What follows belongs to an exercise in optimizing a design on an open flow for small area, a short achievable clock period and few clock cycles; a production flow would make more cautious choices. Function was checked by simulation only, so behaviour that the tests miss may differ from the original. No activity file was given, so power comes from the tool's default toggle rates.

==> flow/design.v, too long to show whole: its modules and the start of the top module <==
// module matmul_ctrl: 102 lines
// module matmul_addr_gen: 13 lines
// module matmul_mac: 1589 lines
// module matmul_fa: 10 lines
// module matmul_top: 59 lines
module matmul_top (
	input  logic                   clk,
	input  logic                   reset_n,
	input  logic                   dut_valid,
	output logic                   dut_ready,
	output matmul_pkg::sram_addr_t input_read_address,
	input  matmul_pkg::sram_data_t input_read_data,
	output matmul_pkg::sram_addr_t weight_read_address,
	input  matmul_pkg::sram_data_t weight_read_data,
	output logic                   result_write_enable,
	output matmul_pkg::sram_addr_t result_write_address,
	output matmul_pkg::sram_data_t result_write_data
);
  // ...
==> flow/flow/run.sh <==
#!/bin/bash
set -euo pipefail
MARGIN=${MARGIN:-8.35}
bash standard.sh SETUP_SLACK_MARGIN=$MARGIN \
  "BUFFER_PORTS_ARGS=-buffer_cell sky130_fd_sc_hd__buf_1" finish > standard.log 2>&1
==> flow/standard.sh <==
#!/bin/bash
# synth_recipe.tcl (not shown) runs the flow's synth.tcl, then flattens the netlist and writes it again
# the make line also repeats each setting of config.mk as NAME=value (left out here)
make -C /OpenROAD-flow-scripts/flow DESIGN_CONFIG=/design/flow/config.mk WORK_HOME=/design/flow/orfs CLKGATE_MAP_FILE= SYNTH_SCRIPT=/design/flow/synth_recipe.tcl "${@:-finish}"
==> flow/config.mk <==
export PLATFORM = sky130hd
export DESIGN_NAME = matmul_top
export DESIGN_NICKNAME = matmul_top
export VERILOG_FILES = /design/flow/design.v
export SDC_FILE = /design/flow/constraint.sdc
export NUM_CORES = 4
export LEC_CHECK = 0
export CAP_MARGIN = 20
export CORE_MARGIN = 2
export CORE_UTILIZATION = 55
export CTS_CLUSTER_DIAMETER = 120
export CTS_CLUSTER_SIZE = 24
export SLEW_MARGIN = 20
export SYNTH_HIERARCHICAL = 1
==> flow/constraint.sdc <==
create_clock -name core_clock -period 12.0 [get_ports {clk}]
set_input_delay 2.4000 -clock core_clock [delete_from_list [all_inputs] [get_ports {clk}]]
set_output_delay 2.4000 -clock core_clock [all_outputs]
set_load 0.01 [all_outputs]
==> impl_metrics.csv, run 1 <==
group,metric,value,unit
run_status,status,"complete, no violations",
power_and_ir_drop,p_per_area,316.2,nW/um^2
clocking,cts-root-buf,"clkbuf_16",
hold_path,hold_start,"f1",
synth,synth_mux_area_share,0.3486,%
floorplan,die_area,44740,um^2
global_routing,antenna_found_initial,1,
setup_path,r2r_start,"u_mac.a_q[10]",
clocking,clock-sinks,347,
synth,syn_nets,2639,
synth,syn_area_per_cell,10.41,um^2
timing,rsz0062_at_grt,"yes",
layout,dominant_cells,"multi-input combinational cells",
power_and_ir_drop,seq_power,1.75,mW
routing,wl_met1,27910,um
global_routing,grt_overflow,0,
setup_path,slowest_delay,0.42,ns
power_and_ir_drop,p_seq_share,22.1,%
routing,route.met2.wl,30740,um
routing,vias,17593,
global_routing,global_route.peak_usage_layer,"met2",
synth,synth-compound-area-share,15.85,%
layout,top_register,"u_mac.cut_q",
timing,fin_crit_sh,29.83,%
routing,postRouteAntennaNets,0,
power_and_ir_drop,clkPwrFrac,8.7,%
power_and_ir_drop,switching_power,3.658,mW
layout,design_area,25010,um^2
setup_path,cp-end-kind,"primary output",
floorplan,io_pins,149,
routing,routed_wirelength,65700,um
power_and_ir_drop,pwr-share-comb,69.2,%
clocking,holdBufCountCts,0,
clocking,cts.htree.levels,1,
Testbench counts, summed over its fixed seeds: cycles 30,008.
==> run 2: changes to the inputs <==
==> flow/flow/run.sh (replaced) <==
#!/bin/bash
set -euo pipefail
MARGIN=${MARGIN:-8.55}
bash standard.sh SETUP_SLACK_MARGIN=$MARGIN \
  "BUFFER_PORTS_ARGS=-buffer_cell sky130_fd_sc_hd__buf_1" finish > standard.log 2>&1
==> impl_metrics.csv, run 2 <==
group,metric,value,unit
synth,synth_area_leaders,"dfxtp_1 (24%), fa_1 (19%), xnor2_1 (13%), a22oi_1 (8.1%), edfxtp_1 (8.1%)",
timing,hold_viol_final,0,
routing,drt_iter0_drc,1616,
layout,final_cell_mix,"xnor2_1 (359), a22oi_1 (256), fa_1 (227)",
setup_path,critPathKind,"register to primary output",
timing,setup_ws,8.562,ns
timing,min_period,3.438,ns
setup_path,timing.rr.end,"u_mac.acc[29]",
setup_path,cp-end-kind,"primary output",
setup_path,cp_max_fo,2,
routing,via_per_inst,6.133,
synth,async_flop_share,0,%
synth,ys_warn_count,10,
synth,synth_flop_cell,"dfxtp_1",
timing,fin_crit_sh,28.65,%
timing,slew_headroom,43.84,%
setup_path,slowest_delay,0.38,ns
setup_path,cpMaxStageDelayCell,"dfxtp_2",
layout,final_common_cell,"xnor2_1",
global_routing,grt_pass1_wl,103800,um
layout,nets,2716,
setup_path,critPathLaunchType,"register",
synth,synth_top_area_share,23.92,%
layout,design_area,26120,um^2
clocking,cts-root-buf,"clkbuf_16",
synth,synth-compound-area-share,15.85,%
global_routing,grt_pass1_vias,18024,
hold_path,hp-class,"register to register",
floorplan,initial_utilization,55.35,%
setup_path,r2r_start,"f3",
routing,route.met2.wl,31770,um
setup_path,required,9.60,ns
power_and_ir_drop,ir_worst_vdd,0.3618,mV
timing,timing.fmax,290.9,MHz
hold_path,hold_depth,1,
placement,hpwl,46200,um
synth,syn_area_per_cell,10.41,um^2
routing,wl_per_cell,23.13,um
placement,dp.cells,2822,
run_status,status,"complete, no violations",
floorplan,io_pins,149,
layout,largestRegisters,"u_mac.cut_q x79, u_mac.a_q x32, u_mac.acc x32",
routing,wl_met3,4443,um
global_routing,grt_overflow,0,
synth,synthAdderAreaFrac,22.83,%
layout,drive_gt1_share,14.14,%
synth,syn_nets,2639,
setup_path,crit_family,"flip-flops",
layout,largest_reg_flops,79,
clocking,holdBufCountCts,0,
timing,finalSetupViolations,0,
clocking,cts.htree.levels,1,
floorplan,die_area,44740,um^2
placement,routabilityCongestion,0.9344,
clocking,cts_tree,"yes",
routing,drt_first_pass_iters,6,
layout,n_antenna_cell,0,
synth,ys_seq_elements,347,
global_routing,grt_usage,30.01,%
timing,fin_skew,0.02636,ns
setup_path,reg2reg_depth,11,
global_routing,antenna_found_initial,1,
setup_path,critPathBufInv,1,
synth,synth_enable_flop_cells,64,
synth,yosys.area_share.simple,9.978,%
clocking,clock-sinks,347,
routing,vias,17836,
setup_path,path_cells,"buf_6",
timing,tightest_slew,0.8412,ns
global_routing,grt_max_degree,87,
floorplan,core_area,42790,um^2
routing,drc,0,
timing,final_max_slew_viol_count,0,
timing,final.setup.tns,0,ns
synth,synth.most_common_cell,"xnor2_1",
flow_run,cap_violations,0,
routing,postRouteAntennaNets,0,
setup_path,r2r_slack,8.61,ns
power_and_ir_drop,p_leak,9.578,nW
floorplan,fp.dieW,211.5,um
hold_path,holdPathEnd,"f2",
placement,placement.io_buffers,148,
power_and_ir_drop,power,8.272,mW
layout,top_register,"u_mac.cut_q",
synth,synth_top_family_by_area,"adder cells",
clocking,insertion_delay,0.56,ns
floorplan,rows,76,
placement,pre_cts_ws,8.318,ns
clocking,clk_transition_reported_paths,0.10,ns
clocking,clock_path_buffers,3,
setup_path,cp.arrival,1.04,ns
layout,fin_cells,2908,
synth,synthTopCellsByCount,"xnor2_1 (359), dfxtp_1 (283), a22oi_1 (256), fa_1 (227), clkbuf_1 (126)",
routing,routed_wirelength,67280,um
layout,area_growth,10.29,%
routing,highest_layer,"met4",
hold_path,hold_start,"f1",
floorplan,dieHeight,211.5,um
synth,synthCells,2276,
layout,fillerInstances,3615,
synth,synth_area,23690,um^2
clocking,cts_made_buffers,18,
synth,ys_seq_area_share,32.03,%
power_and_ir_drop,p_per_area,316.7,nW/um^2
synth,yosys.area.top_type,"dfxtp_1",
synth,synth_mux_area_share,0.3486,%
placement,placed_area,24460,um^2
routing,wl_met1,28930,um
synth,synth.distinct_cells,76,
timing,rsz0062_at_grt,"yes",
synth,synth_xor_area_share,15.46,%
[run 2: metrics by stage]
step	utilization (%)	hold slack, ns
final	61.05	0.4333
after global routing	61.05	0.4592
after CTS	60.08	0.4398
after detailed placement	57.17	0.4138
after global placement	57.17	0.4079
after floorplan	-	0.4057
[run 2: report_power, final]
| part | total [mW] | internal (mW) | switching [mW] | leakage, nW |
|---|---|---|---|---|
| Clock | 0.688 | 0.286 | 0.402 | 0.243 |
| Combinational | 5.82 | 2.65 | 3.17 | 6.34 |
| Sequential | 1.77 | 1.56 | 0.210 | 2.99 |
[run 2: kinds of logic (layout without fill, tap and decap cells)]
logic type | Yosys count | after routing
XOR/XNOR | 418 | 418
multiplexers | 8 | 8
adder cells (fa/ha/maj) | 296 | 296
AND/OR/NAND/NOR | 439 | 439
AO/OA/AOI/OAI | 555 | 555
buffers and inverters | 213 | 299
flip-flops | 347 | 347
[run 2: cell type report]
class                           count  area (um^2)  area share, %
Inverter                           35        131.4         0.5029
Clock buffer                       26        480.5          1.839
Timing Repair Buffer              235         1687          6.456
Tap cell                          546        683.2          2.615
Multi-Input combinational cell   1716        15350          58.74
Clock inverter                      3        32.53         0.1245
Sequential cell                   347         7764          29.72
[run 2: timing repair]
item                       in CTS  in global routing
resized for setup             211                 70
setup endpoints to repair     128                117
setup buffers                  38                 19
pin swaps                       2                  3
[run 2: worst max-delay path by stage]
stage                                    end  slack (ns)  depth (start not counted)                             from
global placement             u_mac.cut_q[36]        8.39                          6                     u_mac.a_q[7]
finish               weight_read_address[15]        8.56                          1                 u_ctrl.b_ptr[15]
global route        result_write_address[11]        8.53                          1  u_addr.result_write_address[11]
floorplan                    u_mac.cut_q[17]        8.68                          8                   u_mac.neg_q[1]
CTS                  result_write_address[1]        8.52                          1   u_addr.result_write_address[1]
detailed placement           u_mac.cut_q[36]        8.32                          6                     u_mac.a_q[7]
[run 2: per-module statistics from Yosys, one instance, submodules excluded]
module	times used	area, um^2	flip-flops and latches	cells
matmul_mac	1	11570	191	1258
matmul_top	1	190.2	7	15
matmul_addr_gen	1	757.0	16	83
matmul_fa	225	20.02	0	1
matmul_ctrl	1	6664	133	695
[run 2: layer usage]
| layer | GRT usage, % | up-vias |
|---|---|---|
| li1 | - | 8070 |
| met1 | 40.73 | 8888 |
| met2 | 49.18 | 739 |
| met3 | 5.044 | 139 |
| met4 | 9.543 | 0 |
| met5 | 0 | - |
==> run 3: changes to the inputs <==
==> flow/flow/run.sh (replaced) <==
#!/bin/bash
set -euo pipefail
MARGIN=${MARGIN:-8.4}
bash standard.sh SETUP_SLACK_MARGIN=$MARGIN \
  "BUFFER_PORTS_ARGS=-buffer_cell sky130_fd_sc_hd__buf_1" finish > standard.log 2>&1
==> impl_metrics.csv, run 3 <==
group,metric,value,unit
run_status,status,"complete, no violations",
clocking,cts.htree.levels,1,
layout,fillerInstances,3706,
layout,largestRegisters,"u_mac.cut_q x79, u_mac.a_q x32, u_mac.acc x32",
synth,synth_enable_flop_cells,64,
setup_path,critPathKind,"register to primary output",
placement,hpwl,46200,um
floorplan,dieHeight,211.5,um
placement,placement.io_buffers,148,
synth,synth.distinct_cells,76,
synth,ys_warn_count,10,
layout,top_register,"u_mac.cut_q",
synth,synth_flop_cell,"dfxtp_1",
clocking,cts-root-buf,"clkbuf_16",
timing,finalSetupViolations,0,
timing,slew_headroom,26.25,%
synth,synthCells,2276,
synth,ys_seq_area_share,32.03,%
global_routing,grt_max_degree,87,
routing,routed_wirelength,65760,um
clocking,insertion_delay,0.56,ns
synth,syn_nets,2639,
setup_path,cpMaxStageDelayCell,"dfxtp_1",
timing,final.setup.tns,0,ns
setup_path,cp_max_fo,2,
timing,hold_viol_final,0,
global_routing,grt_usage,29.65,%
power_and_ir_drop,pwr-share-comb,69.3,%
setup_path,cp-startpoint,"u_ctrl.b_ptr[15]",
setup_path,required,9.60,ns
floorplan,fp.dieW,211.5,um
timing,setup_ws,8.466,ns
layout,final_common_cell,"xnor2_1",
setup_path,timing.rr.end,"u_mac.cut_q[78]",
power_and_ir_drop,swShare,46.28,%
layout,multi_input_area,15290,um^2
floorplan,initial_utilization,55.35,%
setup_path,cp-end-kind,"primary output",
routing,wl_per_cell,23.07,um
synth,synth.most_common_cell,"xnor2_1",
synth,synth_area_leaders,"dfxtp_1 (24%), fa_1 (19%), xnor2_1 (13%), a22oi_1 (8.1%), edfxtp_1 (8.1%)",
layout,largest_reg_flops,79,
setup_path,critPathLaunchType,"register",
layout,area_growth,5.726,%
routing,postRouteAntennaNets,0,
clocking,clock_path_buffers,3,
floorplan,io_pins,149,
floorplan,rows,76,
clocking,post-cts-setup-buffers,0,
timing,fin_skew,0.02578,ns
synth,synth_top_area_share,23.92,%
power_and_ir_drop,p_seq_share,22.1,%
clocking,holdBufCountCts,0,
layout,drive_gt1_share,5.119,%
power_and_ir_drop,p_per_area,316.3,nW/um^2
setup_path,critPathBufInv,1,
placement,routabilityCongestion,0.9344,
timing,final_max_slew_viol_count,0,
hold_path,hold_start,"f1",
setup_path,cp_num_cells,1,
synth,synthTopCellsByCount,"xnor2_1 (359), dfxtp_1 (283), a22oi_1 (256), fa_1 (227), clkbuf_1 (126)",
timing,timing.fmax,283.0,MHz
routing,via_per_inst,6.154,
setup_path,slowest_delay,0.40,ns
timing,rsz0062_at_grt,"yes",
clocking,clock-sinks,347,
power_and_ir_drop,p_leak,8.885,nW
routing,drc,0,
hold_path,hp-class,"register to register",
power_and_ir_drop,ir_worst_vdd,0.4062,mV
layout,n_antenna_cell,0,
power_and_ir_drop,switching_power,3.666,mW
setup_path,crit_family,"flip-flops",
synth,ys_seq_elements,347,
synth,syn_area_per_cell,10.41,um^2
layout,final_cell_mix,"xnor2_1 (359), a22oi_1 (256), dfxtp_1 (249)",
clocking,clk_transition_reported_paths,0.11,ns
global_routing,antenna_found_initial,1,
setup_path,r2r_start,"u_mac.a_q[16]",
layout,seqCellArea,7640,um^2
clocking,cts_tree,"yes",
global_routing,grt_pass1_wl,102500,um
setup_path,r2r_slack,8.50,ns
routing,drt_first_pass_iters,6,
global_routing,grt_overflow,0,
setup_path,path_cells,"buf_1",
layout,nets,2659,
power_and_ir_drop,p_int,4.255,mW
synth,synth_area,23690,um^2
flow_run,cap_violations,0,
synth,async_flop_share,0,%
synth,yosys.area.top_type,"dfxtp_1",
floorplan,core_area,42790,um^2
timing,tightest_slew,1.105,ns
routing,drt_iter0_drc,1742,
timing,fin_crit_sh,29.45,%
setup_path,reg2reg_depth,6,
placement,pre_cts_ws,8.318,ns
routing,vias,17544,
power_and_ir_drop,clkPwrFrac,8.7,%
floorplan,die_area,44740,um^2
global_routing,grt_pass1_vias,17719,
setup_path,cp.arrival,1.13,ns
hold_path,hold_depth,1,
clocking,cts_made_buffers,18,
setup_path,critPathCapture,"weight_read_address[15]",
timing,min_period,3.534,ns
-- run 3: cell counts after synthesis --
No cell type changed its count.
-- run 3: cell type report --
class,instances,area share [%]
clock buffers,26,1.919
repair buffers,178,3.138
inverters,35,0.5246
flip-flops and latches,347,30.51
clock inverters,3,0.1299
well taps,546,2.728
multi-input cells,1716,61.05
-- run 3: cell families (layout without fill, tap and decap cells) --
logic type	after synthesis	in the layout	share of synthesized area [%]
flops	347	347	32.03
buf+inv	213	242	3.507
simple gates	439	439	9.978
compound gates	555	555	15.85
mux	8	8	0.3486
xor+xnor	418	418	15.46
fa+ha+maj	296	296	22.83
-- run 3: power by group through the flow --
stage	Sequential (mW)	Clock (mW)	Combinational, mW
global route	1.78	0.747	6.17
floorplan	1.71	0	4.20
global placement	1.77	0	5.30
finish	1.75	0.686	5.49
detailed placement	1.77	0	5.42
CTS	1.75	0.707	5.45
-- run 3: how the worst min path moves through the flow --
stage / end / slack (ns)
finish: f2 / 0.43
CTS: f3 / 0.44
floorplan: f2 / 0.41
global placement: f2 / 0.41
global route: f3 / 0.46
detailed placement: f2 / 0.41
-- run 3: per-layer routing --
metal | global-route usage [%] | vias to the layer above | part of all wire [%]
met2 | 48.47 | 763 | 47
met5 | 0 | - | 0
met4 | 9.301 | 0 | 3.2
li1 | - | 7943 | -
met1 | 40.41 | 8704 | 43
met3 | 4.940 | 134 | 7.2
-- run 3: modules after synthesis, one instance, submodules excluded --
| module | cells | copies in the design |
|---|---|---|
| matmul_addr_gen | 83 | 1 |
| matmul_ctrl | 695 | 1 |
| matmul_fa | 1 | 225 |
| matmul_mac | 1258 | 1 |
| matmul_top | 15 | 1 |
-- run 3: through the flow --
stage          total power, mW  utilization (%)  cells  cell area, um^2  hold slack, ns
4_1_cts                  7.902            58.41   2851            25000          0.4397
3_5_place_dp             7.197            57.17   2822            24460          0.4138
6_report                 7.921            58.52   2851            25040          0.4304
5_1_grt                  8.697            58.52   2851            25040          0.4596
3_3_place_gp             7.064            57.17   2822            24460          0.4079
2_1_floorplan            5.910                -   2276            23690          0.4057
-- run 3: what timing repair did --
item                                    4_1_cts  5_1_grt
pin swaps                                     0        1
cloned                                        0        0
resized for setup                            13       25
endpoints found under the hold margin         0        0
endpoints found under the setup margin       24       43
==> run 4: changes to the inputs <==
==> flow/flow/run.sh (replaced) <==
#!/bin/bash
set -euo pipefail
MARGIN=${MARGIN:-8.6}
bash standard.sh SETUP_SLACK_MARGIN=$MARGIN \
  "BUFFER_PORTS_ARGS=-buffer_cell sky130_fd_sc_hd__buf_1" finish > standard.log 2>&1
==> impl_metrics.csv, run 4 <==
group,metric,value,unit
flow_run,cap_violations,0,
timing,fin_skew,0.02652,ns
layout,final_common_cell,"xnor2_1",
synth,synth_area_leaders,"dfxtp_1 (24%), fa_1 (19%), xnor2_1 (13%), a22oi_1 (8.1%), edfxtp_1 (8.1%)",
synth,synth_enable_flop_cells,64,
power_and_ir_drop,p_leak,9.664,nW
hold_path,holdPathEnd,"f2",
floorplan,die_area,44740,um^2
timing,final_max_slew_viol_count,0,
synth,ys_warn_count,10,
setup_path,reg2reg_depth,6,
routing,routed_wirelength,67720,um
synth,synth.most_common_cell,"xnor2_1",
synth,synthTopCellsByCount,"xnor2_1 (359), dfxtp_1 (283), a22oi_1 (256), fa_1 (227), clkbuf_1 (126)",
routing,drc,0,
synth,yosys.area.top_type,"dfxtp_1",
routing,drt_iter0_drc,1761,
global_routing,grt_pass1_vias,18168,
synth,syn_area_per_cell,10.41,um^2
synth,syn_nets,2639,
layout,top_register,"u_mac.cut_q",
setup_path,cpMaxStageDelayCell,"dfxtp_2",
setup_path,slowest_delay,0.38,ns
layout,n_antenna_cell,0,
global_routing,global_route.peak_usage_layer,"met2",
layout,fin_cells,2916,
setup_path,cp-end-kind,"primary output",
synth,ys_seq_elements,347,
global_routing,grt_usage,30.15,%
setup_path,r2r_slack,8.65,ns
placement,hpwl,46200,um
floorplan,initial_utilization,55.35,%
layout,largestRegisters,"u_mac.cut_q x79, u_mac.a_q x32, u_mac.acc x32",
timing,fin_crit_sh,28.68,%
global_routing,grt_max_degree,87,
floorplan,io_pins,149,
hold_path,hold_depth,1,
hold_path,hp-class,"register to register",
timing,slew_headroom,42.91,%
layout,area_growth,11.43,%
timing,finalSetupViolations,0,
placement,dp.cells,2822,
placement,pre_cts_ws,8.318,ns
routing,wl_per_cell,23.22,um
global_routing,grt_pass1_wl,104300,um
timing,hold_viol_final,0,
clocking,clock_path_buffers,3,
synth,async_flop_share,0,%
power_and_ir_drop,ir_worst_vdd,0.3846,mV
clocking,clock-sinks,347,
setup_path,critPathBufInv,1,
global_routing,grt_overflow,0,
clocking,cts_made_buffers,18,
global_routing,met1_usage,40.76,%
synth,ys_seq_area_share,32.03,%
layout,drive_gt1_share,14.98,%
floorplan,dieHeight,211.5,um
clocking,cts-root-buf,"clkbuf_16",
timing,setup_ws,8.558,ns
layout,final_cell_mix,"xnor2_1 (359), a22oi_1 (256), fa_1 (227)",
routing,postRouteAntennaNets,0,
power_and_ir_drop,p_per_area,320.2,nW/um^2
setup_path,r2r_start,"u_mac.a_q[7]",
layout,nets,2724,
timing,min_period,3.442,ns
setup_path,cp_max_fo,2,
synth,synth_top_area_share,23.92,%
synth,synth_flop_cell,"dfxtp_1",
setup_path,cp.arrival,1.04,ns
global_routing,antenna_found_initial,1,
timing,timing.fmax,290.5,MHz
setup_path,crit_family,"flip-flops",
floorplan,rows,76,
layout,fillerInstances,3587,
timing,final.setup.tns,0,ns
floorplan,fp.dieW,211.5,um
setup_path,timing.rr.end,"u_mac.cut_q[36]",
setup_path,path_cells,"buf_6",
floorplan,core_area,42790,um^2
timing,rsz0062_at_grt,"yes",
run_status,status,"complete, no violations",
hold_path,hold_start,"f1",
routing,vias,17893,
setup_path,required,9.60,ns
clocking,insertion_delay,0.56,ns
setup_path,critPathLaunchType,"register",
placement,placement.io_buffers,148,
clocking,cts_tree,"yes",
clocking,clk_transition_reported_paths,0.11,ns
synth,synth_area,23690,um^2
setup_path,critPathKind,"register to primary output",
timing,tightest_slew,0.8552,ns
routing,drt_first_pass_iters,7,
placement,routabilityCongestion,0.9344,
clocking,cts.htree.levels,1,
routing,via_per_inst,6.136,
layout,largest_reg_flops,79,
global_routing,met3_usage,5.059,%
synth,synth.distinct_cells,76,
synth,synthCells,2276,
global_routing,met2_usage,49.40,%
-- run 4: how the worst max path moves through the flow --
stage / slack (ns) / start / to / cells after the start
after global routing: 8.53 / u_ctrl.b_ptr[15] / weight_read_address[15] / 1
after floorplan: 8.68 / u_mac.neg_q[1] / u_mac.cut_q[17] / 8
after global placement: 8.39 / u_mac.a_q[7] / u_mac.cut_q[36] / 6
after detailed placement: 8.32 / u_mac.a_q[7] / u_mac.cut_q[36] / 6
after CTS: 8.52 / u_addr.result_write_address[1] / result_write_address[1] / 1
final: 8.56 / u_ctrl.b_ptr[15] / weight_read_address[15] / 1
-- run 4: cell type report --
| cell class | instances | area (um^2) | area share (%) |
|---|---|---|---|
| Sequential cell | 347 | 7775 | 29.46 |
| Inverter | 35 | 131.4 | 0.4978 |
| Timing Repair Buffer | 243 | 1914 | 7.253 |
| Multi-Input combinational cell | 1716 | 15380 | 58.26 |
| Tap cell | 546 | 683.2 | 2.588 |
| Clock buffer | 26 | 480.5 | 1.820 |
| Clock inverter | 3 | 32.53 | 0.1233 |
-- run 4: what timing repair did --
action                                  in CTS  in global routing
hold buffers                                 0                  0
gates resized for setup                    290                 29
endpoints found under the setup margin     135                117
pin swaps                                    4                  9
cloned                                       0                  1
buffers inserted                            50                 14
-- run 4: kinds of logic (layout without fill, tap and decap cells) --
family                     after synthesis  after routing  share of synthesized area [%]
and+or+nand+nor                        439            439                          9.978
xor gates and xnor gates               418            418                          15.46
DFF                                    347            347                          32.03
muxes                                    8              8                         0.3486
adders and majority gates              296            296                          22.83
AOI/OAI and AO/OA                      555            555                          15.85
buffers and inverters                  213            307                          3.507
-- run 4: modules after synthesis (local to each module, per instance) --
module	area [um^2]	flip-flops and latches	copies in the design
matmul_fa	20.02	0	225
matmul_mac	11570	191	1
matmul_ctrl	6664	133	1
matmul_top	190.2	7	1
matmul_addr_gen	757.0	16	1
-- run 4: where the power goes --
part	internal [mW]	switching, mW
Clock	0.286	0.402
Sequential	1.56	0.218
Combinational	2.79	3.20
-- run 4: per-stage QoR --
stage                     cell area (um^2)  util, %  total power, mW  hold slack [ns]
after floorplan                      23690        -            5.910           0.4057
after global placement               24460    57.17            7.064           0.4079
after detailed placement             24460    57.17            7.197           0.4138
after CTS                            26180    61.17            8.222           0.4398
after global routing                 26390    61.68            9.212           0.4607
final                                26390    61.68            8.450           0.4314
-- run 4: routing by layer --
| metal | routed length, um | part of all wire [%] |
|---|---|---|
| met1 | 28580 | 42 |
| met4 | 2108 | 3.1 |
| met2 | 31990 | 47 |
| met3 | 5032 | 7.4 |
| met5 | 0 | 0 |
==> run 5: changes to the inputs <==
==> flow/flow/run.sh (replaced) <==
#!/bin/bash
set -euo pipefail
MARGIN=${MARGIN:-8.45}
bash standard.sh SETUP_SLACK_MARGIN=$MARGIN \
  "BUFFER_PORTS_ARGS=-buffer_cell sky130_fd_sc_hd__buf_1" finish > standard.log 2>&1
--- a/flow/config.mk
+++ b/flow/config.mk
@@ -12,3 +12,4 @@
 export CTS_CLUSTER_SIZE = 24
 export SLEW_MARGIN = 20
 export SYNTH_HIERARCHICAL = 1
+export TNS_END_PERCENT = 0
==> impl_metrics.csv, run 5 <==
group,metric,value,unit
clocking,clk_transition_reported_paths,0.10,ns
layout,final_common_cell,"xnor2_1",
placement,hpwl,46200,um
clocking,cts.htree.levels,1,
setup_path,slowest_delay,0.43,ns
timing,timing.fmax,281.1,MHz
routing,vias,17559,
layout,fin_util,58.51,%
clocking,insertion_delay,0.56,ns
layout,largestRegisters,"u_mac.cut_q x79, u_mac.a_q x32, u_mac.acc x32",
synth,synth_top_area_share,23.92,%
synth,synthTopCellsByCount,"xnor2_1 (359), dfxtp_1 (283), a22oi_1 (256), fa_1 (227), clkbuf_1 (126)",
floorplan,core_area,42790,um^2
layout,nets,2659,
timing,min_period,3.558,ns
setup_path,critPathKind,"register to primary output",
setup_path,cpMaxStageDelayCell,"dfxtp_1",
global_routing,grt_pass1_wl,102500,um
setup_path,critPathBufInv,1,
routing,postRouteAntennaNets,0,
placement,placement.io_buffers,148,
setup_path,cp-end-kind,"primary output",
routing,drt_iter0_drc,1764,
global_routing,grt_overflow,0,
layout,n_antenna_cell,0,
timing,rsz0062_at_grt,"yes",
synth,synth_area,23690,um^2
power_and_ir_drop,ir_worst_vdd,0.4061,mV
timing,slew_headroom,22.05,%
timing,tightest_slew,1.169,ns
hold_path,hp-class,"register to register",
floorplan,initial_utilization,55.35,%
synth,ys_warn_count,10,
floorplan,dieHeight,211.5,um
floorplan,die_area,44740,um^2
global_routing,antenna_found_initial,1,
synth,ys_seq_area_share,32.03,%
clocking,clock_path_buffers,3,
clocking,cts_tree,"yes",
synth,yosys.area.top_type,"dfxtp_1",
global_routing,grt_pass1_vias,17712,
layout,largest_reg_flops,79,
timing,final.setup.tns,0,ns
global_routing,grt_usage,29.65,%
run_status,status,"complete, no violations",
global_routing,grt_max_degree,87,
floorplan,io_pins,149,
routing,wl_per_cell,23.08,um
setup_path,required,9.60,ns
timing,fin_crit_sh,29.65,%
power_and_ir_drop,p_leak,8.883,nW
timing,finalSetupViolations,0,
setup_path,crit_family,"flip-flops",
synth,syn_nets,2639,
setup_path,cp_max_fo,3,
flow_run,cap_violations,0,
placement,routabilityCongestion,0.9344,
synth,synth_flop_cell,"dfxtp_1",
timing,fin_skew,0.02780,ns
layout,final_cell_mix,"xnor2_1 (359), a22oi_1 (256), dfxtp_1 (253)",
layout,top_register,"u_mac.cut_q",
synth,syn_area_per_cell,10.41,um^2
floorplan,fp.dieW,211.5,um
synth,synth_enable_flop_cells,64,
layout,area_growth,5.695,%
floorplan,rows,76,
setup_path,critPathLaunchType,"register",
clocking,cts_made_buffers,18,
routing,drc,0,
synth,synth.most_common_cell,"xnor2_1",
routing,drt_first_pass_iters,6,
timing,hold_viol_final,0,
synth,async_flop_share,0,%
routing,via_per_inst,6.159,
setup_path,path_cells,"clkbuf_2",
layout,drive_gt1_share,4.946,%
routing,routed_wirelength,65800,um
synth,synth_area_leaders,"dfxtp_1 (24%), fa_1 (19%), xnor2_1 (13%), a22oi_1 (8.1%), edfxtp_1 (8.1%)",
clocking,clock-sinks,347,
synth,synthCells,2276,
clocking,cts-root-buf,"clkbuf_16",
synth,synth.distinct_cells,76,
setup_path,cp.arrival,1.16,ns
power_and_ir_drop,p_per_area,316.4,nW/um^2
timing,final_max_slew_viol_count,0,
synth,ys_seq_elements,347,
[run 5: cell types whose count changed in the layout (fill, tap and decap cells not counted), sizes merged]
cell	delta
buf	-65
[run 5: where the power goes]
part,total [mW],internal [mW],switching (mW)
Sequential,1.75,1.54,0.205
Combinational,5.49,2.42,3.06
Clock,0.685,0.286,0.399
Total,7.92,4.25,3.67
[run 5: metrics by stage]
| stage | instance area [um^2] | cells | total power, mW | setup slack, ns | hold slack [ns] |
|---|---|---|---|---|---|
| after floorplan | 23690 | 2276 | 5.910 | 8.677 | 0.4057 |
| after global placement | 24460 | 2822 | 7.064 | 8.388 | 0.4079 |
| after detailed placement | 24460 | 2822 | 7.197 | 8.318 | 0.4138 |
| after CTS | 24980 | 2851 | 7.902 | 8.379 | 0.4397 |
| after global routing | 25040 | 2851 | 8.697 | 8.387 | 0.4596 |
| final | 25040 | 2851 | 7.921 | 8.442 | 0.4306 |
[run 5: final timing paths]
| kind | startpoint | end | slack (ns) | depth (start not counted) |
|---|---|---|---|---|
| min reg2reg | f1 | f2 | 0.43 | 1 |
| min | f1 | f2 | 0.43 | 1 |
| max | u_ctrl.b_ptr[1] | weight_read_address[1] | 8.44 | 1 |
| max reg2reg | u_mac.neg_q[1] | u_mac.cut_q[19] | 8.46 | 5 |
[run 5: cell type report]
class                   instances  area (um^2)
multi-input cells            1716        15290
clock buffers                  26        480.5
inverters                      35        131.4
repair buffers                178        785.8
well taps                     546        683.2
clock inverters                 3        32.53
fillers                      3709        17760
flip-flops and latches        347         7632
[run 5: per-layer routing]
metal | global-route usage (%) | share of wire [%] | vias to the layer above
li1 | - | - | 7945
met5 | 0 | 0 | -
met2 | 48.47 | 46 | 726
met4 | 9.301 | 3.4 | 0
met3 | 4.940 | 7.0 | 147
met1 | 40.41 | 43 | 8741
[run 5: modules after synthesis, one instance, submodules excluded]
module	area (um^2)	times used	cells inside	flops+latches
matmul_fa	20.02	225	1	0
matmul_top	190.2	1	15	7
matmul_ctrl	6664	1	695	133
matmul_addr_gen	757.0	1	83	16
matmul_mac	11570	1	1258	191
[run 5: cells by family after synthesis]
logic type / Yosys count / synth area share (%)
DFF: 347 / 32.03
AOI/OAI and AO/OA: 555 / 15.85
buffers and inverters: 213 / 3.507
adders and majority gates: 296 / 22.83
muxes: 8 / 0.3486
and+or+nand+nor: 439 / 9.978
xor gates and xnor gates: 418 / 15.46
[run 5: repair_timing]
action / 4_1_cts / 5_1_grt
buffers inserted: 0 / 0
setup endpoints to repair: 49 / 89
hold buffers: 0 / 0
resized for setup: 5 / 28
pin swaps: 0 / 1
[run 5: worst reg2reg max path: stages, from the launching register on]
cell	delay (ns)
dfxtp_2	1.11
xnor2_1	0.29
fa_1	0.59
fa_1	0.44
fa_1	0.55
fa_1	0.44
==> run 6: changes to the inputs <==
--- a/flow/config.mk
+++ b/flow/config.mk
@@ -12,4 +12,3 @@
 export CTS_CLUSTER_SIZE = 24
 export SLEW_MARGIN = 20
 export SYNTH_HIERARCHICAL = 1
-export TNS_END_PERCENT = 0
==> impl_metrics.csv, run 6 <==
group,metric,value,unit
setup_path,required,9.60,ns
global_routing,grt_overflow,0,
floorplan,core_area,42790,um^2
routing,drc,0,
placement,placement.io_buffers,148,
synth,synth.distinct_cells,76,
timing,final_max_slew_viol_count,0,
synth,syn_area_per_cell,10.41,um^2
layout,top_register,"u_mac.cut_q",
synth,synthCells,2276,
setup_path,path_cells,"clkbuf_2",
synth,synth_flop_cell,"dfxtp_1",
synth,synth_top_family_by_area,"adder cells",
setup_path,crit_family,"flip-flops",
routing,postRouteAntennaNets,0,
synth,synth.most_common_cell,"xnor2_1",
placement,hpwl,46200,um
synth,ys_seq_elements,347,
floorplan,rows,76,
floorplan,fp.dieW,211.5,um
power_and_ir_drop,p_leak,8.998,nW
routing,drt_first_pass_iters,7,
flow_run,cap_violations,0,
timing,final.setup.tns,0,ns
clocking,holdBufCountCts,0,
timing,finalSetupViolations,0,
global_routing,antenna_found_initial,1,
setup_path,critPathKind,"register to primary output",
setup_path,cp.arrival,1.10,ns
clocking,cts_tree,"yes",
setup_path,cpMaxStageDelayCell,"dfxtp_1",
floorplan,dieHeight,211.5,um
synth,synth_enable_flop_cells,64,
clocking,clock-sinks,347,
setup_path,cp-end-kind,"primary output",
layout,fin_cells,2857,
synth,syn_nets,2639,
clocking,cts.htree.levels,1,
global_routing,grt_pass1_vias,17725,
synth,synth_top_area_share,23.92,%
synth,synth_area_leaders,"dfxtp_1 (24%), fa_1 (19%), xnor2_1 (13%), a22oi_1 (8.1%), edfxtp_1 (8.1%)",
routing,routed_wirelength,65850,um
power_and_ir_drop,p_per_area,316.5,nW/um^2
layout,largest_reg_flops,79,
timing,rsz0062_at_grt,"no",
synth,async_flop_share,0,%
synth,synth_xor_area_share,15.46,%
layout,nets,2665,
setup_path,critPathLaunchType,"register",
hold_path,hp-class,"register to register",
synth,synthAdderAreaFrac,22.83,%
placement,dp.cells,2822,
timing,tightest_slew,1.106,ns
global_routing,grt_usage,29.65,%
timing,hold_viol_final,0,
synth,synth_area,23690,um^2
global_routing,grt_pass1_wl,102500,um
layout,drive_gt1_share,7.096,%
layout,final_cell_mix,"xnor2_1 (359), a22oi_1 (256), dfxtp_1 (234)",
global_routing,grt_max_degree,87,
setup_path,critPathBufInv,1,
setup_path,cp_max_fo,2,
placement,routabilityCongestion,0.9344,
clocking,clock_path_buffers,3,
timing,slew_headroom,26.13,%
floorplan,initial_utilization,55.35,%
layout,n_antenna_cell,0,
timing,fin_crit_sh,29.19,%
clocking,cts-root-buf,"clkbuf_16",
clocking,cts_made_buffers,18,
synth,ys_seq_area_share,32.03,%
synth,synth_mux_area_share,0.3486,%
power_and_ir_drop,ir_worst_vdd,0.3418,mV
layout,final_common_cell,"xnor2_1",
timing,min_period,3.502,ns
layout,largestRegisters,"u_mac.cut_q x79, u_mac.a_q x32, u_mac.acc x32",
clocking,clk_transition_reported_paths,0.11,ns
routing,via_per_inst,6.180,
synth,yosys.area_share.simple,9.978,%
routing,wl_per_cell,23.05,um
synth,synthTopCellsByCount,"xnor2_1 (359), dfxtp_1 (283), a22oi_1 (256), fa_1 (227), clkbuf_1 (126)",
timing,timing.fmax,285.5,MHz
floorplan,die_area,44740,um^2
layout,area_growth,6.223,%
run_status,status,"complete, no violations",
timing,fin_skew,0.02446,ns
synth,yosys.area.top_type,"dfxtp_1",
routing,drt_iter0_drc,1826,
synth,ys_warn_count,10,
synth,synth-compound-area-share,15.85,%
clocking,insertion_delay,0.56,ns
setup_path,slowest_delay,0.39,ns
floorplan,io_pins,149,
routing,vias,17655,
layout,fillerInstances,3696,
[run 6: cell counts after synthesis]
Identical to the previous run, type by type.
[run 6: what timing repair did]
action,in CTS,in global routing
setup endpoints to repair,49,71
setup buffers,0,6
pin swaps,0,2
gates resized for setup,33,53
hold endpoints to repair,0,0
[run 6: per-module statistics from Yosys (local to each module, per instance)]
module	times used	cells
matmul_addr_gen	1	83
matmul_ctrl	1	695
matmul_fa	225	1
matmul_mac	1	1258
matmul_top	1	15
[run 6: final timing paths]
kind	startpoint	to	slack [ns]	cells after the start
worst min-delay path	f1	f2	0.43	1
worst max-delay path	u_ctrl.b_ptr[13]	weight_read_address[13]	8.50	1
worst min register to register	f1	f2	0.43	1
worst max register to register	u_mac.cut_q[56]	u_mac.acc[29]	8.55	8
[run 6: layout make-up]
cell class	instances	area (um^2)	share of cell area (%)
inverters	35	131.4	0.5222
clock buffers	26	480.5	1.910
well taps	546	683.2	2.715
clock inverters	3	32.53	0.1293
flip-flops and latches	347	7676	30.51
multi-input cells	1716	15300	60.80
repair buffers	184	858.3	3.411
[run 6: worst register-to-register path, stage by stage, from the launching register on]
cell and delay [ns]:
dfxtp_1 0.33, fa_1 0.59, fa_1 0.45, fa_1 0.48, ha_2 0.47, nand3_1 0.11, or4_1 0.48, o21bai_1 0.23
xor2_1 0.22
[run 6: power by group]
group	switching (mW)	internal [mW]
registers	0.206	1.54
clock network	0.398	0.286
logic	3.08	2.45
[run 6: logic make-up after synthesis]
group	after synthesis
flops	347
compound gates	555
buf+inv	213
fa+ha+maj	296
simple gates	439
xor+xnor	418
mux	8
[run 6: stage by stage]
step	hold slack (ns)	area (um^2)	utilization (%)	worst slack, ns	power, mW
finish	0.4325	25160	58.80	8.498	7.962
global route	0.4597	25160	58.80	8.452	8.740
CTS	0.4397	25020	58.47	8.451	7.903
detailed placement	0.4138	24460	57.17	8.318	7.197
global placement	0.4079	24460	57.17	8.388	7.064
floorplan	0.4057	23690	-	8.677	5.910
[run 6: per-layer routing]
layer	global-route usage, %	share of wire (%)	up-vias
met5	0	0	-
met1	40.41	42	8820
met3	4.940	7.3	126
li1	-	-	7968
met4	9.301	3.1	0
met2	48.49	47	741
==> run 7: changes to the inputs <==
==> flow/run.sh (new file) <==
#!/bin/bash
# synth_recipe.tcl (not shown) runs the flow's synth.tcl, then flattens the netlist and writes it again
# the make line also repeats each setting of config.mk as NAME=value (left out here)
make -C /OpenROAD-flow-scripts/flow DESIGN_CONFIG=/design/flow/config.mk WORK_HOME=/design/flow/orfs CLKGATE_MAP_FILE= SYNTH_SCRIPT=/design/flow/synth_recipe.tcl finish
--- a/flow/config.mk
+++ b/flow/config.mk
@@ -10,5 +10,6 @@
 export CORE_UTILIZATION = 55
 export CTS_CLUSTER_DIAMETER = 120
 export CTS_CLUSTER_SIZE = 24
+export SETUP_SLACK_MARGIN = 5
 export SLEW_MARGIN = 20
 export SYNTH_HIERARCHICAL = 1
removed: flow/flow/run.sh
removed: flow/standard.sh
==> impl_metrics.csv, run 7 <==
group,metric,value,unit
run_status,status,"complete, no violations",
global_routing,grt_pass1_wl,100900,um
synth,synth.distinct_cells,76,
routing,drt_first_pass_iters,6,
layout,drive_gt1_share,3.596,%
clocking,cts_made_buffers,18,
floorplan,fp.dieW,211.5,um
clocking,cts.repair.resized,0,
routing,postRouteAntennaNets,0,
setup_path,critPathKind,"register to primary output",
power_and_ir_drop,power,8.018,mW
setup_path,critPathBufInv,1,
layout,top_register,"u_mac.cut_q",
placement,dp.cells,2823,
layout,final_common_cell,"xnor2_1",
synth,async_flop_share,0,%
clocking,holdBufCountCts,0,
setup_path,slowest_delay,0.60,ns
placement,hpwl,46390,um
timing,tightest_slew,1.164,ns
timing,timing.hold.ws,0.4370,ns
floorplan,io_pins,149,
layout,final_cell_mix,"xnor2_1 (359), dfxtp_1 (279), a22oi_1 (256)",
synth,yosys.area.top_type,"dfxtp_1",
clocking,post-cts-setup-buffers,0,
power_and_ir_drop,ir_worst_vdd,0.3752,mV
layout,fin_cells,2855,
routing,vias,17619,
clocking,cts-root-buf,"clkbuf_16",
timing,min_period,4.082,ns
timing,timing.fmax,245.0,MHz
floorplan,core_area,42790,um^2
global_routing,grt_max_degree,80,
layout,area_growth,9.450,%
setup_path,path_cells,"clkdlybuf4s50_1",
timing,slew_headroom,22.31,%
placement,routabilityCongestion,0.9752,
setup_path,cpMaxStageDelayCell,"clkdlybuf4s50_1",
power_and_ir_drop,p_per_area,309.3,nW/um^2
synth,syn_area_per_cell,10.41,um^2
routing,drc,0,
timing,fin_skew,0.02350,ns
setup_path,cp-end-kind,"primary output",
global_routing,grt_pass1_vias,17902,
synth,synth_enable_flop_cells,64,
placement,placement.io_buffers,148,
setup_path,required,9.60,ns
synth,synth_top_area_share,23.92,%
clocking,cts_tree,"yes",
synth,synth_area_leaders,"dfxtp_1 (24%), fa_1 (19%), xnor2_1 (13%), a22oi_1 (8.1%), edfxtp_1 (8.1%)",
setup_path,crit_family,"buffers and inverters",
floorplan,rows,76,
timing,finalSetupViolations,0,
global_routing,grt_overflow,0,
routing,wl_per_cell,22.83,um
layout,largestRegisters,"u_mac.cut_q x79, u_mac.a_q x32, u_mac.acc x32",
routing,routed_wirelength,65190,um
layout,fillerInstances,3691,
synth,synth_area,23690,um^2
setup_path,cp.arrival,1.68,ns
clocking,clock-sinks,347,
placement,pre_cts_ws,8.398,ns
clocking,clock_path_buffers,3,
clocking,insertion_delay,0.55,ns
timing,hold_viol_final,0,
synth,ys_seq_area_share,32.03,%
floorplan,die_area,44740,um^2
global_routing,antenna_found_initial,3,
routing,drt_iter0_drc,1603,
hold_path,hp-class,"register to register",
setup_path,critPathLaunchType,"register",
layout,largest_reg_flops,79,
clocking,clk_transition_reported_paths,0.09,ns
synth,ys_warn_count,10,
synth,syn_nets,2639,
power_and_ir_drop,p_leak,9.266,nW
timing,final_max_slew_viol_count,0,
layout,nets,2660,
floorplan,initial_utilization,55.35,%
synth,synthTopCellsByCount,"xnor2_1 (359), dfxtp_1 (283), a22oi_1 (256), fa_1 (227), clkbuf_1 (126)",
flow_run,cap_violations,0,
floorplan,dieHeight,211.5,um
timing,setup_ws,7.918,ns
synth,synth.most_common_cell,"xnor2_1",
synth,ys_seq_elements,347,
timing,rsz0062_at_grt,"no",
routing,via_per_inst,6.171,
clocking,cts.htree.levels,1,
timing,final.setup.tns,0,ns
setup_path,cp_max_fo,8,
synth,synth_flop_cell,"dfxtp_1",
synth,synthCells,2276,
timing,fin_crit_sh,34.02,%
global_routing,grt_usage,29.13,%
-- run 7: area by class of cell --
class,count,area [um^2],area share [%]
clock buffers,28,488.0,1.882
diodes,1,2.502,0.009652
multi-input cells,1716,15270,58.92
clock inverters,3,33.78,0.1303
flip-flops and latches,347,7597,29.30
repair buffers,179,1714,6.612
well taps,546,683.2,2.635
inverters,35,131.4,0.5068
-- run 7: where the power goes --
| group | switching (mW) | leakage (nW) | internal, mW | total (mW) |
|---|---|---|---|---|
| Sequential | 0.207 | 2.96 | 1.54 | 1.75 |
| Clock | 0.391 | 0.249 | 0.289 | 0.680 |
| Combinational | 3.07 | 6.05 | 2.52 | 5.59 |
-- run 7: Yosys stat by module, one instance, submodules excluded --
| module | cells inside | flops+latches |
|---|---|---|
| matmul_addr_gen | 83 | 16 |
| matmul_fa | 1 | 0 |
| matmul_ctrl | 695 | 133 |
| matmul_top | 15 | 7 |
| matmul_mac | 1258 | 191 |
-- run 7: final timing paths --
path,startpoint,to,slack [ns],cells past startpoint
worst min register to register,f1,f2,0.44,1
worst max-delay path,result_write_enable,result_write_enable,7.92,1
worst min-delay path,f1,f2,0.44,1
worst max register to register,u_mac.a_q[8],u_mac.cut_q[78],8.33,6
-- run 7: kinds of logic after synthesis --
logic type / count (synthesis) / share of synthesized area, %
adders and majority gates: 296 / 22.83
muxes: 8 / 0.3486
and+or+nand+nor: 439 / 9.978
buffers and inverters: 213 / 3.507
AOI/OAI and AO/OA: 555 / 15.85
DFF: 347 / 32.03
xor gates and xnor gates: 418 / 15.46
-- run 7: metrics by stage --
| stage | util, % | cell area (um^2) |
|---|---|---|
| after global placement | 59.35 | 25400 |
| after global routing | 60.58 | 25920 |
| after floorplan | - | 23690 |
| final | 60.58 | 25920 |
| after CTS | 60.57 | 25920 |
| after detailed placement | 59.35 | 25400 |
-- run 7: metal layers --
metal	wire length (um)	global-route usage (%)
met3	4723	4.035
met1	27780	40.13
met4	2559	11.46
met2	30100	46.67
met5	27	0

-- what the ideal ports hide --
The flow's constraints put no driver on any port. The routed layouts listed below were extracted and timed again, unchanged, in two steps. Step 1 (the two cells are an assumption about what drives the block):
set clk [get_ports {clk}]
set_driving_cell -lib_cell sky130_fd_sc_hd__clkbuf_16 $clk
set_driving_cell -lib_cell sky130_fd_sc_hd__buf_2 [delete_from_list [all_inputs] $clk]
Step 2 adds t to the input delays and takes it off the output delays; t is the mean of the earliest and latest rising clock arrival at the registers after step 1. Input paths then give back, and output paths get back, about the clock's delay inside the block. a / b / c = no drivers / after step 1 / after step 2; a / b = the first two.
| run | t (ns) | slack for setup (ns) | hold slack, ns | latest minus earliest clock arrival (ns) | cell pins on the clock port's net |
|---|---|---|---|---|---|
| run 1 | 0.605 | 8.420 / 8.360 / 8.425 | 0.430 / 0.430 / 0.430 | 0.028 / 0.029 | 1 |
| run 2 | 0.607 | 8.562 / 8.503 / 8.611 | 0.433 / 0.433 / 0.433 | 0.026 / 0.027 | 1 |
| run 3 | 0.606 | 8.466 / 8.406 / 8.499 | 0.430 / 0.430 / 0.430 | 0.026 / 0.026 | 1 |
| run 4 | 0.607 | 8.558 / 8.498 / 8.648 | 0.431 / 0.431 / 0.431 | 0.027 / 0.027 | 1 |
| run 5 | 0.606 | 8.442 / 8.382 / 8.459 | 0.431 / 0.431 / 0.431 | 0.028 / 0.028 | 1 |
| run 6 | 0.605 | 8.498 / 8.438 / 8.550 | 0.433 / 0.433 / 0.433 | 0.025 / 0.025 | 1 |
| run 7 | 0.597 | 7.918 / 7.861 / 8.334 | 0.437 / 0.437 / 0.437 | 0.026 / 0.026 | 1 |
After both steps every run listed still meets setup and hold.
